Background: an optimization exercise with open tools, aiming at small area. Do not read the settings as production practice. RTL that was checked went through simulation tests only; none was proved equivalent to the original. The flow treats the clock pin as an ideal source, which a real chip does not have. Power and IR drop assume default switching activity.

==> job 7758: inputs <==
==> flow/design.v <==
package clk_gen_pkg;
  localparam int CNT_W_DEF = 16;
  typedef logic [CNT_W_DEF-1:0] cnt_t;
  function automatic logic cfg_legal(input int unsigned period,
                                     input int unsigned high,
                                     input int unsigned phase,
                                     input int unsigned ch,
                                     input int unsigned num_ch);
    cfg_legal = (high != 32'd0) && (high < period) &&
                (phase < period) && (ch < num_ch);
  endfunction
endpackage
module clk_gen_chan
#(
  parameter int CNT_W = clk_gen_pkg::CNT_W_DEF
) (
  input  logic             clk,
  input  logic             rst_n,
  input  logic             enable,
  input  logic             ld,
  input  logic             wr_en,
  input  logic [CNT_W-1:0] wr_hm1,
  input  logic [CNT_W-1:0] wr_lm1,
  input  logic [CNT_W-1:0] wr_phase,
  output logic             pending,
  output logic             clk_out,
  output logic             rise_pulse
);
  logic             run_q, clk_out_q, rise_q, pend_q;
  logic [CNT_W-1:0] cnt_q, cnt_d;
  logic [CNT_W-1:0] hi_q, lo_q, ph_q, cur_lo_q;
  logic             zero, stay, boundary;
  assign zero     = (cnt_q == '0);
  assign stay     = run_q & enable;
  assign boundary = stay & ~clk_out_q & zero;
  logic s_dec, s_hi, s_lo, s_idle;
  logic [CNT_W-1:0] ph_d;
  assign s_dec = run_q & ~zero;
  assign s_hi  = run_q & zero & ~clk_out_q;
  assign s_lo  = run_q & zero & clk_out_q;
  assign s_idle = ~run_q;
  assign ph_d  = ({CNT_W{ld}} & wr_phase) | ({CNT_W{~ld}} & ph_q);
  assign cnt_d = ({CNT_W{s_dec}} & (cnt_q - 1'b1)) |
                 ({CNT_W{s_hi}}  & hi_q) |
                 ({CNT_W{s_lo}}  & cur_lo_q) |
                 ({CNT_W{s_idle}} & ph_d);
  always_ff @(posedge clk) begin
    if (ld) begin
      hi_q <= wr_hm1;
      lo_q <= wr_lm1;
    end
    if (s_hi) cur_lo_q <= lo_q;
    cnt_q <= cnt_d;
    ph_q  <= ph_d;
  end
  always_ff @(posedge clk) begin
    if (!rst_n) begin
      run_q     <= 1'b0;
      clk_out_q <= 1'b0;
      rise_q    <= 1'b0;
      pend_q    <= 1'b0;
    end else begin
      run_q     <= enable;
      clk_out_q <= stay & (clk_out_q ^ zero);
      rise_q    <= boundary;
      pend_q    <= stay & (wr_en | (pend_q & ~boundary));
    end
  end
  assign pending    = pend_q;
  assign clk_out    = clk_out_q;
  assign rise_pulse = rise_q;
endmodule
module clk_gen_multi
#(
  parameter int NUM_CH     = 8,
  parameter int CNT_W      = clk_gen_pkg::CNT_W_DEF,
  parameter int DEF_PERIOD = 10,
  parameter int DEF_HIGH   = 5
) (
  input  logic              clk,
  input  logic              rst_n,
  input  logic              cfg_valid,
  output logic              cfg_ready,
  input  logic [((NUM_CH > 1) ? $clog2(NUM_CH) : 1)-1:0] cfg_ch,
  input  logic [CNT_W-1:0]  cfg_period,
  input  logic [CNT_W-1:0]  cfg_high,
  input  logic [CNT_W-1:0]  cfg_phase,
  output logic              cfg_err,
  input  logic [NUM_CH-1:0] enable,
  output logic [NUM_CH-1:0] clk_out,
  output logic [NUM_CH-1:0] rise_pulse
);
  localparam int CH_W = (NUM_CH > 1) ? $clog2(NUM_CH) : 1;
  logic [NUM_CH-1:0]      pending;
  logic [(1<<CH_W)-1:0]   pending_pad;
  logic                   fire;
  logic                   legal;
  logic                   cfg_err_q;
  logic [CNT_W-1:0]       hm1, lm1;
  logic [CNT_W-1:0]       bus_hm1, bus_lm1, bus_phase;
  always_comb begin
    pending_pad             = '0;
    pending_pad[NUM_CH-1:0] = pending;
  end
  assign cfg_ready = ~pending_pad[cfg_ch];
  assign fire      = cfg_valid & cfg_ready;
  assign legal     = clk_gen_pkg::cfg_legal(32'(cfg_period), 32'(cfg_high),
                                   32'(cfg_phase), 32'(cfg_ch), 32'(NUM_CH));
  assign hm1       = cfg_high - 1'b1;
  assign lm1       = cfg_period + ~cfg_high;
  assign bus_hm1   = rst_n ? hm1       : CNT_W'(DEF_HIGH - 1);
  assign bus_lm1   = rst_n ? lm1       : CNT_W'(DEF_PERIOD - DEF_HIGH - 1);
  assign bus_phase = rst_n ? cfg_phase : '0;
  always_ff @(posedge clk) begin
    if (!rst_n) cfg_err_q <= 1'b0;
    else        cfg_err_q <= fire & ~legal;
  end
  assign cfg_err = cfg_err_q;
  for (genvar i = 0; i < NUM_CH; i++) begin : g_ch
    logic wr_en;
    assign wr_en = fire & legal & (cfg_ch == CH_W'(i));
    clk_gen_chan #(
      .CNT_W      (CNT_W)
    ) u_chan (
      .clk        (clk),
      .rst_n      (rst_n),
      .enable     (enable[i]),
      .ld         (wr_en | ~rst_n),
      .wr_en      (wr_en),
      .wr_hm1     (bus_hm1),
      .wr_lm1     (bus_lm1),
      .wr_phase   (bus_phase),
      .pending    (pending[i]),
      .clk_out    (clk_out[i]),
      .rise_pulse (rise_pulse[i])
    );
  end
endmodule
==> flow/flow/run.sh <==
#!/bin/bash
# Layout flow: the standard synthesis, then its combinational logic re-mapped
# for area (registers untouched, equivalence proven, else the standard netlist
# is kept), then the standard layout steps with an area-recovery pass after CTS.
# Each tool's full output goes to a log file in this folder.
set -u
WORK=$(pwd)
R=$WORK/orfs/results/$FLOW_PLATFORM/clk_gen_multi/base
PLAT=$FLOW_HOME/platforms/$FLOW_PLATFORM

bash standard.sh synth > synth_standard.log 2>&1 || exit 1

export REMAP_LIB=$PLAT/lib/sky130_fd_sc_hd__tt_025C_1v80.lib
export REMAP_IN=$WORK/netlist_standard.v
export REMAP_OUT=$WORK/netlist_remap.v
export REMAP_STAT=$WORK/remap_stat.txt
export REMAP_TOP=$FLOW_TOP
export REMAP_ABC=$WORK/flow/remap.abc
export REMAP_KEEP="$(grep -o 'sky130_fd_sc_hd__[a-z0-9]*df[a-z0-9]*_[0-9]*\|sky130_fd_sc_hd__conb_1' $R/1_2_yosys.v | sort -u | tr '\n' ' ')"
export REMAP_DONT_USE="$(sed -n '/^export DONT_USE_CELLS += \\/,/^[^ ]*$/p' $PLAT/config.mk | grep -o 'sky130_fd_sc_hd__[a-z0-9_]*' | tr '\n' ' ')"
echo "keep: $REMAP_KEEP" > remap_env.log
echo "dont_use: $REMAP_DONT_USE" >> remap_env.log

cp $R/1_2_yosys.v $REMAP_IN
if yosys -c flow/remap.tcl > remap.log 2>&1 && yosys -c flow/equiv.tcl > equiv.log 2>&1; then
  echo "remap: using re-mapped netlist" >> remap_env.log
  cp $REMAP_OUT $R/1_2_yosys.v
  touch $R/1_2_yosys.v
else
  echo "remap: failed, keeping the standard netlist" >> remap_env.log
fi


export BUFFER_PORTS_ARGS="-buffer_cell sky130_fd_sc_hd__buf_1"
bash standard.sh finish > standard.log 2>&1
==> flow/flow/equiv.tcl <==
# Prove that the re-mapped netlist equals the standard synthesis netlist,
# register for register.
yosys -import
set lib $::env(REMAP_LIB)
read_liberty -ignore_miss_func $lib
read_verilog $::env(REMAP_IN)
yosys rename $::env(REMAP_TOP) gold
read_verilog $::env(REMAP_OUT)
yosys rename $::env(REMAP_TOP) gate
flatten gold gate
yosys rename -hide w:_*
opt_clean
equiv_make gold gate eq
hierarchy -top eq
equiv_simple -seq 1
equiv_induct
equiv_status -assert
==> flow/flow/remap.abc <==
strash
dch -f
amap
==> flow/flow/remap.tcl <==
# Re-map the combinational logic of the standard synthesis netlist with an
# area-oriented ABC script. Flip-flops (and tie cells) are kept as they are:
# same instances, names and cell types.
yosys -import
set lib    $::env(REMAP_LIB)
set netin  $::env(REMAP_IN)
set netout $::env(REMAP_OUT)
set keep   $::env(REMAP_KEEP)
set dont_use {}
foreach c $::env(REMAP_DONT_USE) { lappend dont_use -dont_use $c }

read_liberty -ignore_miss_func $lib
read_verilog $netin
hierarchy -check -top $::env(REMAP_TOP)
foreach c $keep { setattr -mod -set keep_hierarchy 1 $c }
flatten
# Auto-named nets (and the pin nets flatten makes of them) lose their names,
# so that the design's own net names survive.
yosys rename -hide w:_*
opt_clean
foreach c $keep { blackbox $c }
abc -script $::env(REMAP_ABC) -liberty $lib {*}$dont_use
opt_clean -purge
# Every cell as a black box with its pin directions, for the steps below.
read_liberty -lib -overwrite -ignore_miss_func $lib
splitnets
opt_clean -purge
hilomap -singleton -hicell sky130_fd_sc_hd__conb_1 HI -locell sky130_fd_sc_hd__conb_1 LO
insbuf -buf sky130_fd_sc_hd__buf_1 A X

# left out here: clean up, hide names made inside functions
yosys rename -hide w:_*
check -assert
tee -o $::env(REMAP_STAT) stat -top $::env(REMAP_TOP) -liberty $lib
write_verilog -noattr -nohex -nodec $netout
==> flow/standard.sh <==
#!/bin/bash
# synth_recipe.tcl (not shown) runs the flow's synth.tcl, then flattens the netlist and writes it again
# the make line also repeats each setting of config.mk as NAME=value (left out here)
make -C /OpenROAD-flow-scripts/flow DESIGN_CONFIG=/design/flow/config.mk WORK_HOME=/design/flow/orfs CLKGATE_MAP_FILE= SYNTH_SCRIPT=/design/flow/synth_recipe.tcl "${@:-finish}"
==> flow/config.mk <==
export PLATFORM = sky130hd
export DESIGN_NAME = clk_gen_multi
export DESIGN_NICKNAME = clk_gen_multi
export VERILOG_FILES = /design/flow/design.v
export SDC_FILE = /design/flow/constraint.sdc
export NUM_CORES = 4
export LEC_CHECK = 0
export CAP_MARGIN = 20
export CORE_MARGIN = 2
export CORE_UTILIZATION = 40
export CTS_BUF_LIST = sky130_fd_sc_hd__clkbuf_16
export CTS_CLUSTER_DIAMETER = 70
export CTS_CLUSTER_SIZE = 30
export GPL_TIMING_DRIVEN = 0
export SLEW_MARGIN = 20
==> flow/constraint.sdc <==
create_clock -name core_clock -period 8.0 [get_ports {clk}]
set_input_delay 1.6000 -clock core_clock [delete_from_list [all_inputs] [get_ports {clk}]]
set_output_delay 1.6000 -clock core_clock [all_outputs]
set_load 0.01 [all_outputs]
==> job 6256: changes against job 7758 <==
GPL_TIMING_DRIVEN = default   (was 0)
==> job 6977: changes against job 7758 <==
--- a/flow/design.v
+++ b/flow/design.v
@@ -36,8 +36,8 @@
   logic s_dec, s_hi, s_lo, s_idle;
   logic [CNT_W-1:0] ph_d;
-  assign s_dec = run_q & ~zero;
-  assign s_hi  = run_q & zero & ~clk_out_q;
-  assign s_lo  = run_q & zero & clk_out_q;
-  assign s_idle = ~run_q;
+  assign s_dec = stay & ~zero;
+  assign s_hi  = stay & zero & ~clk_out_q;
+  assign s_lo  = stay & zero & clk_out_q;
+  assign s_idle = ~stay;
   assign ph_d  = ({CNT_W{ld}} & wr_phase) | ({CNT_W{~ld}} & ph_q);
   assign cnt_d = ({CNT_W{s_dec}} & (cnt_q - 1'b1)) |
@@ -50,5 +50,5 @@
       lo_q <= wr_lm1;
     end
-    if (s_hi) cur_lo_q <= lo_q;
+    if (boundary) cur_lo_q <= lo_q;
     cnt_q <= cnt_d;
     ph_q  <= ph_d;
==> flow/flow/run.sh (replaced) <==
#!/bin/bash
# Standard layout with the smallest buffer on each port and an area-recovery pass after CTS.
export BUFFER_PORTS_ARGS="-buffer_cell sky130_fd_sc_hd__buf_1"
export POST_CTS_TCL=$(pwd)/flow/post_cts.tcl
bash standard.sh > standard.log 2>&1
==> flow/flow/post_cts.tcl (new file) <==
# Area recovery after CTS: downsize cells that have timing slack to spare.
log_cmd estimate_parasitics -placement
report_design_area
repair_timing -recover_power 100 -verbose
report_design_area
detailed_placement
check_placement -verbose
CTS_CLUSTER_DIAMETER = 60   (was 70)
CTS_CLUSTER_SIZE = 24   (was 30)
GPL_TIMING_DRIVEN = default   (was 0)
removed: flow/flow/equiv.tcl
removed: flow/flow/remap.abc
removed: flow/flow/remap.tcl
==> job 9948: changes against job 7758 <==
--- a/flow/flow/run.sh
+++ b/flow/flow/run.sh
@@ -32,4 +32,3 @@
 
 
-export BUFFER_PORTS_ARGS="-buffer_cell sky130_fd_sc_hd__buf_1"
 bash standard.sh finish > standard.log 2>&1
==> flow/flow/post_cts.tcl (new file) <==
# Area recovery after CTS: downsize cells that have timing slack to spare.
log_cmd estimate_parasitics -placement
report_design_area
repair_timing -recover_power 100 -verbose
report_design_area
detailed_placement
check_placement -verbose
--- a/flow/flow/remap.tcl
+++ b/flow/flow/remap.tcl
@@ -27,5 +27,5 @@
 opt_clean -purge
 hilomap -singleton -hicell sky130_fd_sc_hd__conb_1 HI -locell sky130_fd_sc_hd__conb_1 LO
-insbuf -buf sky130_fd_sc_hd__buf_1 A X
+insbuf -buf sky130_fd_sc_hd__buf_4 A X
 
 # left out here: clean up, hide names made inside functions
GPL_TIMING_DRIVEN = default   (was 0)
==> impl_results.md <==
* Worst slew margin at 20.7%
* H-tree Lvls at 1
* Buffers & Inverters on Critical Path at 4
* Gr usage total at 22.2%
* Total Routed Length at 70.9 mm
* # Post-CTS Setup Buffers at 0
* Non-CTS inverters at 172
* Fill cells at 5337
* Post-route cell area at 0.0274 mm2
* Die area at 0.0624 mm2
* # Taps at 782
* Status: finished clean
* Switching share of power at 29.7%
* Multi-input logic area at 0.00644 mm2
* Min-delay src: g_ch[7].u_chan.lo_q[1]
Source of the figures above: job 7758

==> impl_results.md <==
* Buffers & Inverters on Critical Path at 8
* Gr usage total at 22.3%
* Non-CTS inverters at 62
* Worst slew margin at 22.0%
* Post-route cell area at 0.0311 mm2
* Clock buffer count at 50
* Switching share of power at 29.8%
* Total Routed Length at 80.1 mm
* Status: finished clean
* Fill cells at 6319
* Min-delay src: g_ch[2].u_chan.lo_q[15]
* Multi-input logic area at 0.00967 mm2
* # Taps at 931
* Die area at 0.0715 mm2
Source of the figures above: job 6977

==> impl_results.md <==
* Status: finished clean
* Post-route cell area at 0.0278 mm2
* Synth Area per Inst at 12.6 um2
* Total Routed Length at 73.2 mm
* Min-delay src: g_ch[3].u_chan.lo_q[7]
* # Post-CTS Setup Buffers at 0
* Crit path kind: in -> reg
* Fill cells at 5380
* # Taps at 782
* H-tree Lvls at 2
* Switching share of power at 30.3%
* Fraction of area in multi-input gates at 22.7%
* Multi-input logic area at 0.00631 mm2
Source of the figures above: job 9948

==> impl_results.md <==
* Worst slew margin at 21.0%
* # Taps at 782
* Post-route cell area at 0.0271 mm2
* Met1 Use GR at 32.1%
* Multi-input gates at 1067
* Gr ovfl total at 0
* Fill cells at 5358
* Min-delay src: g_ch[7].u_chan.lo_q[15]
* Status: finished clean
* Layout Cells excl Fill at 2900
* H-tree Lvls at 1
* Die area at 0.0624 mm2
* Buffers & Inverters on Critical Path at 4
* Multi-input logic area at 0.00635 mm2
* Leading cell kind: sequential cells
* Switching share of power at 29.4%
* Non-CTS inverters at 172
* Critical Path AT at 6.46 ns
* # Post-CTS Setup Buffers at 0
* Met2 routed WL at 31.2 mm
* Gr usage total at 21.9%
Source of the figures above: job 6256

The RTL of job 6977 was laid out without a check of its function.

---

==> violet <==
Starts from the design.v that is shown in full above.
Settings: LEC_CHECK=0, CAP_MARGIN=20, CORE_MARGIN=2, CORE_UTILIZATION=40, CTS_BUF_LIST=sky130_fd_sc_hd__clkbuf_16, CTS_CLUSTER_DIAMETER=70, CTS_CLUSTER_SIZE=30, PLACE_DENSITY=0.8, SLEW_MARGIN=20; clock period 8.0 ns.
standard.sh (not shown) runs the stock make flow with config.mk's settings and CLKGATE_MAP_FILE= SYNTH_SCRIPT=/design/flow/synth_recipe.tcl, a recipe that flattens the netlist after the stock synthesis.
==> flow/flow/run.sh <==
#!/bin/bash
# Layout flow: the standard synthesis (the standard.sh), then its
# combinational logic re-mapped by ABC for area with the registers untouched
# (same instances, names and cell types). The re-mapped netlist is used only
# if Yosys proves it equivalent to the standard one, register for register;
# otherwise the standard netlist is kept. Then the standard layout steps, with
# the smallest buffer on each port. Each tool's full output goes to a log file
# in this folder.
set -u
WORK=$(pwd)
R=$WORK/orfs/results/$FLOW_PLATFORM/clk_gen_multi/base
PLAT=$FLOW_HOME/platforms/$FLOW_PLATFORM

bash standard.sh synth > synth_standard.log 2>&1 || exit 1

export REMAP_LIB=$PLAT/lib/sky130_fd_sc_hd__tt_025C_1v80.lib
export REMAP_IN=$WORK/netlist_standard.v
export REMAP_OUT=$WORK/netlist_remap.v
export REMAP_STAT=$WORK/remap_stat.txt
export REMAP_TOP=$FLOW_TOP
export REMAP_ABC=$WORK/flow/remap.abc
export REMAP_KEEP="$(grep -o 'sky130_fd_sc_hd__[a-z0-9]*df[a-z0-9]*_[0-9]*\|sky130_fd_sc_hd__conb_1' $R/1_2_yosys.v | sort -u | tr '\n' ' ')"
export REMAP_DONT_USE="$(sed -n '/^export DONT_USE_CELLS += \\/,/^[^ ]*$/p' $PLAT/config.mk | grep -o 'sky130_fd_sc_hd__[a-z0-9_]*' | tr '\n' ' ')"
echo "keep: $REMAP_KEEP" > remap_env.log
echo "dont_use: $REMAP_DONT_USE" >> remap_env.log

cp $R/1_2_yosys.v $REMAP_IN
if yosys -c flow/remap.tcl > remap.log 2>&1 && yosys -c flow/equiv.tcl > equiv.log 2>&1; then
  echo "remap: using re-mapped netlist" >> remap_env.log
  cp $REMAP_OUT $R/1_2_yosys.v
  touch $R/1_2_yosys.v
else
  echo "remap: failed, keeping the standard netlist" >> remap_env.log
fi

export BUFFER_PORTS_ARGS="-buffer_cell sky130_fd_sc_hd__buf_1"
bash standard.sh finish > standard.log 2>&1
Other scripts of this flow, unchanged in this note and not shown: flow/flow/equiv.tcl, flow/flow/remap.abc, flow/flow/remap.tcl
==> inputs of pepper, as changes to violet <==
--- a/flow/config.mk
+++ b/flow/config.mk
@@ -7,7 +7,7 @@
 export LEC_CHECK = 0
 export CAP_MARGIN = 20
 export CORE_MARGIN = 2
-export CORE_UTILIZATION = 40
+export CORE_UTILIZATION = 50
 export CTS_BUF_LIST = sky130_fd_sc_hd__clkbuf_16
 export CTS_CLUSTER_DIAMETER = 70
 export CTS_CLUSTER_SIZE = 30
==> notes.md <==
metric	violet	pepper
Via count of the first global-routing pass	16,600	16,500
Outcome	no timing/DRC/antenna violations	no timing/DRC/antenna violations
HP Start	g_ch[3].u_chan.lo_q[14]	g_ch[4].u_chan.lo_q[1]
Share of final-layout standard cells stronger than drive strength 1	0.0638	0.0631
Share of power burned in registers	0.568	0.570
Portion of total power attributed to the clock network	0.244	0.241
Vert. Die Dim	250 um	224 um
Count of non-CTS buffers in the layout	152	157
Routed WL per cell	24.4 um	25.2 um
Final Routed Wirelength	70,900 um	69,000 um
P_clk	0.00178 W	0.00175 W
Fraction of area in non-clock buffers	0.0315	0.0330
Overall Global Routing Usage	0.221	0.272
Multi-input combinational area share	0.232	0.232
Peak VDD IR	0.166 mV	0.156 mV
Hold worst-path end	g_ch[3].u_chan.cur_lo_q[14]	g_ch[4].u_chan.cur_lo_q[1]
Register-to-register path setup slack	1.78 ns	2.45 ns
Initial Util	0.403	0.506
Nets	2,156	2,162
Number of diodes	7	4
Setup slack of the critical path after layout	1.53 ns	1.29 ns
Pre-antenna DRT Iters	6	5
Number of buffers created by CTS	28	29
Post-synthesis to final-layout area growth	11.7%	10.7%
Met2 demand-to-capacity share in global routing	0.333	0.422
Total power density per cell area	271 mW/mm2	272 mW/mm2

==> separate check: timing with driven ports <==
How much do the figures lean on ideal ports? The routed layouts below were timed once more, with nothing changed but the port constraints. Step 1, drivers: a clkbuf_16 drives clk and a buf_2 each remaining input, both assumed. Step 2 times the ports against the registers' clock, not the clock port: input delays grow and output delays shrink by t, the midpoint of the rising clock arrivals with the driver on. Slacks: no drivers / after step 1 / after step 2; pairs: no drivers / after step 1.
run	t, ns	setup slack, ns	worst setup path at the end
job 7758	0.676	0.380 / 0.415 / -0.262	input to register
job 6256	0.669	1.817 / 1.850 / 1.181	input to register
job 6977	0.661	3.064 / 3.104 / 2.443	input to register
job 9948	0.640	1.410 / 1.441 / 0.801	input to register
violet	0.666	1.534 / 1.565 / 0.899	input to register
pepper	0.659	1.289 / 1.322 / 0.664	input to register
Met with ideal ports but missed after step 2: setup timing in job 7758. For job 7758, which loses most, drivers alone change the setup slack by +0.035 ns; drivers and shift together by -0.642 ns.
